From an optimization exercise on the open Yosys and OpenROAD flow, aimed at small area; shortcuts taken in it are not production practice.
In this exercise RTL edits were held to simulation tests only and were not proved equivalent to the original.

==> run Y <==
==> flow/design.v <==
package morph_pkg;
  localparam int WIN = 3;
  localparam int GRP  = 4;
  localparam int GBIT = 5;
endpackage
module bin_line_buffer #(
  parameter int DEPTH = 159,
  parameter int WIDTH = 5
) (
  input  logic             clk_i,
  input  logic             shift_en_i,
  input  logic [WIDTH-1:0] word_i,
  output logic [WIDTH-1:0] word_o
);
  logic [DEPTH*WIDTH-1:0] sr_reg;
  always_ff @(posedge clk_i) begin
    if (shift_en_i) begin
      sr_reg <= {sr_reg[(DEPTH-1)*WIDTH-1:0], word_i};
    end
  end
  assign word_o = sr_reg[DEPTH*WIDTH-1 -: WIDTH];
endmodule
module binary_erode3x3 #(
  parameter int DATA_WIDTH = 8,
  parameter int IMG_WIDTH  = 640,
  parameter int IMG_HEIGHT = 480
) (
  input  logic                  clk_i,
  input  logic                  rst_i,
  input  logic                  pixel_datav_i,
  input  logic                  pixel_sof_i,
  input  logic [DATA_WIDTH-1:0] pixel_data_i,
  output logic                  erode_datav_o,
  output logic                  erode_sof_o,
  output logic [DATA_WIDTH-1:0] erode_data_o,
  output logic                  overrun_o
);
  localparam int GRP    = morph_pkg::GRP;
  localparam int GBIT   = morph_pkg::GBIT;
  localparam int NGRP   = IMG_WIDTH / GRP - 1;
  localparam logic [7:0] GRP_LAST  = 8'd45;    
  localparam logic [8:0] ROW_ONE   = 9'd1;     
  localparam logic [8:0] ROW_FLUSH = 9'd36;    
  localparam logic [8:0] ROW_END   = 9'd73;    
  logic            active_reg;
  logic [1:0]      ph_reg;
  logic [7:0]      grp_reg;
  logic [8:0]      row_reg;
  logic            datav_reg;
  logic            sof_reg;
  logic            data_reg;
  logic            overrun_reg;
  logic            flush;
  logic            beat;
  logic            restart;
  logic [1:0]      ph_b;
  logic            grp0;
  logic            col_last;
  logic            row0;
  logic            row1;
  logic            row_end;
  logic            p_in;
  logic            p1_reg, p2_reg;
  logic            h_cur;
  logic [5:1]      hs_reg;
  logic [4:1]      ws_reg;
  logic [4:1]      rb_reg;
  logic [3:1]      rw_reg;
  logic            e_old;
  logic            w_new;
  logic [GRP-1:0]  enc_b, enc_w;
  logic [GBIT-1:0] enc_c;
  logic [GBIT-1:0] dec_c;
  logic [GRP-1:0]  dec_b, dec_w;
  logic [1:0]      rd_sel;
  logic            grp_shift;
  assign row_end = (row_reg == ROW_END);
  assign flush   = active_reg && (row_end || row_reg == ROW_FLUSH);
  assign restart = pixel_datav_i && pixel_sof_i && !flush;
  assign beat    = flush || (pixel_datav_i && (pixel_sof_i || active_reg));
  assign ph_b    = restart ? '0 : ph_reg;
  assign grp0     = restart || (grp_reg == '0);
  assign col_last = (ph_b == 2'd3) && (grp_reg == GRP_LAST);
  assign row0     = restart || (row_reg == '0);
  assign row1     = !restart && (row_reg == ROW_ONE);
  assign p_in  = |pixel_data_i;
  assign h_cur = p2_reg && p1_reg && p_in && !(grp0 && !ph_b[1]);
  assign e_old = rb_reg[4] && rb_reg[3] && rb_reg[2];
  assign w_new = e_old && h_cur && !row0;
  assign enc_b[0] = hs_reg[5] | hs_reg[4] | hs_reg[3];
  assign enc_b[1] = hs_reg[4] | hs_reg[3] | hs_reg[2];
  assign enc_b[2] = hs_reg[3] | hs_reg[2] | hs_reg[1];
  assign enc_b[3] = hs_reg[2] | hs_reg[1] | h_cur;
  assign enc_w    = {ws_reg[1], ws_reg[2], ws_reg[3], ws_reg[4]};
  assign grp_shift = beat && (ph_b == 2'd1);
  always_comb begin
    if (&enc_b) begin
      enc_c = {1'b1, enc_w[3], enc_w[2], enc_w[1], enc_w[0]};
    end else if (!enc_b[1] && !enc_b[2]) begin
      enc_c = {1'b1, enc_b[0] | enc_b[3], !enc_b[0], enc_b[0], !enc_b[0] | enc_b[3]};
    end else if (enc_b[0] && enc_b[1]) begin
      enc_c = {2'b00, enc_b[2], enc_w[1] | enc_b[3], enc_w[0]};
    end else begin
      enc_c = {2'b01, enc_b[1], enc_w[2] | enc_b[0], enc_w[3]};
    end
  end
  bin_line_buffer #(
    .DEPTH(NGRP),
    .WIDTH(GBIT)
  ) u_store (
    .clk_i     (clk_i),
    .shift_en_i(grp_shift),
    .word_i    (enc_c),
    .word_o    (dec_c)
  );
  always_comb begin
    dec_b = '0;
    dec_w = '0;
    if (dec_c[4]) begin
      if ((dec_c[0] && !dec_c[1] && dec_c[2]) || (dec_c[1] && !dec_c[2] && dec_c[3])) begin
        dec_b = {dec_c[3] & dec_c[0], 2'b00, dec_c[1]};
      end else begin
        dec_b = 4'b1111;
        dec_w = dec_c[3:0];
      end
    end else if (!dec_c[3]) begin
      dec_b = {dec_c[1] & !dec_c[2], dec_c[2], 2'b11};
      dec_w = {2'b00, dec_c[2] & dec_c[1], dec_c[0]};
    end else begin
      dec_b = {2'b11, dec_c[2], dec_c[1] & !dec_c[2]};
      dec_w = {dec_c[0], dec_c[2] & dec_c[1], 2'b00};
    end
  end
  assign rd_sel = ph_b + 2'd2;
  always_ff @(posedge clk_i) begin
    if (beat) begin
      p1_reg <= p_in;
      p2_reg <= p1_reg;
      hs_reg <= {hs_reg[4:1], h_cur};
      ws_reg <= {ws_reg[3:1], w_new};
      rb_reg <= {rb_reg[3:1], dec_b[rd_sel]};
      rw_reg <= {rw_reg[2:1], dec_w[rd_sel]};
    end
  end
  always_ff @(posedge clk_i) begin
    if (rst_i) begin
      active_reg  <= 1'b0;
      datav_reg   <= 1'b0;
      sof_reg     <= 1'b0;
      data_reg    <= 1'b0;
      overrun_reg <= 1'b0;
    end else begin
      datav_reg <= beat && !row0 && !(row1 && grp0 && ph_b == 2'd0);
      sof_reg   <= beat && row1 && grp0 && (ph_b == 2'd1);
      data_reg  <= beat && !row0 && !row1 && !flush && h_cur && rw_reg[3];
      if (flush && pixel_datav_i) begin
        overrun_reg <= 1'b1;
      end
      if (restart) begin
        active_reg <= 1'b1;
      end else if (flush && row_end) begin
        active_reg <= 1'b0;
      end
    end
  end
  always_ff @(posedge clk_i) begin
    if (beat) begin
      ph_reg <= ph_b + 1'b1;
    end
    if (beat && (restart || ph_reg == 2'd3)) begin
      if (restart || grp_reg == GRP_LAST) begin
        grp_reg <= '0;
      end else begin
        grp_reg <= {grp_reg[6:0], !(grp_reg[7] ^ grp_reg[5] ^ grp_reg[4] ^ grp_reg[3])};
      end
    end
    if (beat && (restart || col_last)) begin
      if (restart) begin
        row_reg <= '0;
      end else begin
        row_reg <= {row_reg[7:0], !(row_reg[8] ^ row_reg[4])};
      end
    end
  end
  assign erode_datav_o = datav_reg;
  assign erode_sof_o   = sof_reg;
  assign erode_data_o  = {DATA_WIDTH{data_reg}};
  assign overrun_o     = overrun_reg;
endmodule
==> flow/flow/run.sh <==
#!/bin/bash
# Standard ORFS layout, with the port buffers made from the smallest buffer cell and a
# clock tree built without CTS's dummy balancing loads.
set -euo pipefail
export BUFFER_PORTS_ARGS="-buffer_cell sky130_fd_sc_hd__buf_1"
export CTS_ARGS="-sink_clustering_enable -repair_clock_nets -sink_clustering_size 22 -sink_clustering_max_diameter 55 -buf_list sky130_fd_sc_hd__clkbuf_8 -dont_use_dummy_load"
bash standard.sh > standard.log 2>&1
==> flow/standard.sh <==
#!/bin/bash
# synth_recipe.tcl (not shown) runs the flow's synth.tcl, then flattens the netlist and writes it again
# the make line also repeats each setting of config.mk as NAME=value (left out here)
make -C /OpenROAD-flow-scripts/flow DESIGN_CONFIG=/design/flow/config.mk WORK_HOME=/design/flow/orfs CLKGATE_MAP_FILE= SYNTH_SCRIPT=/design/flow/synth_recipe.tcl "${@:-finish}"
==> flow/config.mk <==
export PLATFORM = sky130hd
export DESIGN_NAME = binary_erode3x3
export DESIGN_NICKNAME = binary_erode3x3
export VERILOG_FILES = /design/flow/design.v
export SDC_FILE = /design/flow/constraint.sdc
export NUM_CORES = 4
export LEC_CHECK = 0
export CAP_MARGIN = 20
export CORE_MARGIN = 2
export CORE_UTILIZATION = 74
export CTS_BUF_LIST = sky130_fd_sc_hd__clkbuf_16
export CTS_CLUSTER_DIAMETER = 60
export CTS_CLUSTER_SIZE = 40
export SLEW_MARGIN = 20
==> flow/constraint.sdc <==
create_clock -name core_clock -period 10.0 [get_ports {clk_i}]
set_input_delay 2.0000 -clock core_clock [delete_from_list [all_inputs] [get_ports {clk_i}]]
set_output_delay 2.0000 -clock core_clock [all_outputs]
set_load 0.01 [all_outputs]
==> inputs of run K, as changes to run Y <==
--- a/flow/design.v
+++ b/flow/design.v
@@ -54,6 +54,8 @@
   logic            beat;
   logic            restart;
   logic [1:0]      ph_b;
+  logic [7:0]      grp_b;
+  logic [8:0]      row_b;
   logic            grp0;
   logic            col_last;
   logic            row0;
@@ -79,10 +81,12 @@
   assign restart = pixel_datav_i && pixel_sof_i && !flush;
   assign beat    = flush || (pixel_datav_i && (pixel_sof_i || active_reg));
   assign ph_b    = restart ? '0 : ph_reg;
-  assign grp0     = restart || (grp_reg == '0);
-  assign col_last = (ph_b == 2'd3) && (grp_reg == GRP_LAST);
-  assign row0     = restart || (row_reg == '0);
-  assign row1     = !restart && (row_reg == ROW_ONE);
+  assign grp_b   = restart ? '0 : grp_reg;
+  assign row_b   = restart ? '0 : row_reg;
+  assign grp0     = (grp_b == '0);
+  assign col_last = (ph_b == 2'd3) && (grp_b == GRP_LAST);
+  assign row0     = (row_b == '0);
+  assign row1     = (row_b == ROW_ONE);
   assign p_in  = |pixel_data_i;
   assign h_cur = p2_reg && p1_reg && p_in && !(grp0 && !ph_b[1]);
   assign e_old = rb_reg[4] && rb_reg[3] && rb_reg[2];
@@ -166,19 +170,16 @@
   always_ff @(posedge clk_i) begin
     if (beat) begin
       ph_reg <= ph_b + 1'b1;
-    end
-    if (beat && (restart || ph_reg == 2'd3)) begin
-      if (restart || grp_reg == GRP_LAST) begin
+      if (col_last) begin
         grp_reg <= '0;
+        row_reg <= {row_b[7:0], !(row_b[8] ^ row_b[4])};
       end else begin
-        grp_reg <= {grp_reg[6:0], !(grp_reg[7] ^ grp_reg[5] ^ grp_reg[4] ^ grp_reg[3])};
-      end
-    end
-    if (beat && (restart || col_last)) begin
-      if (restart) begin
-        row_reg <= '0;
-      end else begin
-        row_reg <= {row_reg[7:0], !(row_reg[8] ^ row_reg[4])};
+        if (ph_b == 2'd3) begin
+          grp_reg <= {grp_b[6:0], !(grp_b[7] ^ grp_b[5] ^ grp_b[4] ^ grp_b[3])};
+        end else begin
+          grp_reg <= grp_b;
+        end
+        row_reg <= row_b;
       end
     end
   end
==> flow/flow/run.sh (replaced) <==
#!/bin/bash
# Standard ORFS layout, with the port buffers made from the smallest buffer cell and
# power recovery (downsizing of cells off the critical paths) after global routing.
set -euo pipefail
export BUFFER_PORTS_ARGS="-buffer_cell sky130_fd_sc_hd__buf_1"
export RECOVER_POWER=100
bash standard.sh > standard.log 2>&1
- CORE_UTILIZATION: 74 -> 70
==> inputs of run H, as changes to run Y <==
--- a/flow/design.v
+++ b/flow/design.v
@@ -54,6 +54,8 @@
   logic            beat;
   logic            restart;
   logic [1:0]      ph_b;
+  logic [7:0]      grp_b;
+  logic [8:0]      row_b;
   logic            grp0;
   logic            col_last;
   logic            row0;
@@ -79,10 +81,12 @@
   assign restart = pixel_datav_i && pixel_sof_i && !flush;
   assign beat    = flush || (pixel_datav_i && (pixel_sof_i || active_reg));
   assign ph_b    = restart ? '0 : ph_reg;
-  assign grp0     = restart || (grp_reg == '0);
-  assign col_last = (ph_b == 2'd3) && (grp_reg == GRP_LAST);
-  assign row0     = restart || (row_reg == '0);
-  assign row1     = !restart && (row_reg == ROW_ONE);
+  assign grp_b   = restart ? '0 : grp_reg;
+  assign row_b   = restart ? '0 : row_reg;
+  assign grp0     = (grp_b == '0);
+  assign col_last = (ph_b == 2'd3) && (grp_b == GRP_LAST);
+  assign row0     = (row_b == '0);
+  assign row1     = (row_b == ROW_ONE);
   assign p_in  = |pixel_data_i;
   assign h_cur = p2_reg && p1_reg && p_in && !(grp0 && !ph_b[1]);
   assign e_old = rb_reg[4] && rb_reg[3] && rb_reg[2];
@@ -166,19 +170,16 @@
   always_ff @(posedge clk_i) begin
     if (beat) begin
       ph_reg <= ph_b + 1'b1;
-    end
-    if (beat && (restart || ph_reg == 2'd3)) begin
-      if (restart || grp_reg == GRP_LAST) begin
+      if (col_last) begin
         grp_reg <= '0;
+        row_reg <= {row_b[7:0], !(row_b[8] ^ row_b[4])};
       end else begin
-        grp_reg <= {grp_reg[6:0], !(grp_reg[7] ^ grp_reg[5] ^ grp_reg[4] ^ grp_reg[3])};
-      end
-    end
-    if (beat && (restart || col_last)) begin
-      if (restart) begin
-        row_reg <= '0;
-      end else begin
-        row_reg <= {row_reg[7:0], !(row_reg[8] ^ row_reg[4])};
+        if (ph_b == 2'd3) begin
+          grp_reg <= {grp_b[6:0], !(grp_b[7] ^ grp_b[5] ^ grp_b[4] ^ grp_b[3])};
+        end else begin
+          grp_reg <= grp_b;
+        end
+        row_reg <= row_b;
       end
     end
   end
==> flow/flow/run.sh (replaced) <==
#!/bin/bash
# Standard ORFS layout, with the port buffers made from the smallest buffer cell and a
# clock tree built without CTS's dummy balancing loads.
set -euo pipefail
export BUFFER_PORTS_ARGS="-buffer_cell sky130_fd_sc_hd__buf_1"
export CTS_ARGS="-sink_clustering_enable -repair_clock_nets -sink_clustering_size 40 -sink_clustering_max_diameter 60 -buf_list sky130_fd_sc_hd__clkbuf_16 -dont_use_dummy_load"
bash standard.sh > standard.log 2>&1
- CORE_UTILIZATION: 74 -> 70
==> run_results.csv <==
group,metric,value,unit
cells_and_area,syn2layout_area_growth,5.17,%
clocking,cts-root-buf,"clkbuf_8",
cells_and_area,buffer_area_share,0.648,%
cells_and_area,fin_util,79.2,%
critical_path,critPathBufInv,4,
critical_path,crit_top_cell,"buf_4",
flow_run,maxCapViolations,0,
critical_path,cp-start-kind,"input port",
route,vias,8860,
outcome,status,"no timing/DRC/antenna violations",
(the above is from run Y)
==> run_results.csv <==
group,metric,value,unit
outcome,status,"no timing/DRC/antenna violations",
critical_path,max_stage_delay,670,ps
flow_run,maxCapViolations,0,
cells_and_area,n_fill_cell,1914,
cells_and_area,buffer_area_share,0.621,%
critical_path,cp-start-kind,"input port",
cells_and_area,fin_util,75.7,%
route,vias,8862,
synthesis,mappedNetlistArea,0.0262,sq mm
clocking,cts-root-buf,"clkbuf_16",
(the above is from run H)
==> run_results.csv <==
group,metric,value,unit
critical_path,cp-start-kind,"flip-flop",
critical_path,critPathBufInv,1,
outcome,status,"finished with violations",
route,vias,8887,
cells_and_area,syn2layout_area_growth,7.92,%
flow_run,maxCapViolations,2,
outcome,check.faults,"capacitance limit, slew limit",
sta,slew_viol_final,112,
(the above is from run K)

static timing again, ports no longer ideal:
No port has a modelled driver above. Below, the same layouts with a new extraction and two added sets of constraints.
Step 1 assumes that a clkbuf_16 drives the clock port and a buf_2 every other input.
Step 2 times the ports against the registers' clock, not the clock port: input delays grow and output delays shrink by t, the midpoint of the rising clock arrivals with the driver on.
Three values: ideal, step 1, step 2; two values: the first two.
run	t, ns	setup WS [ns]	worst setup path at the end
run Y	0.644	4.631 / 4.651 / 4.007	input to register
run K	0.631	3.108 / 3.108 / 3.108	register to register
run H	0.619	5.098 / 5.131 / 4.512	input to register
The setup slack of run Y, which loses most, moves by +0.020 ns with the drivers and by -0.624 ns with both steps.
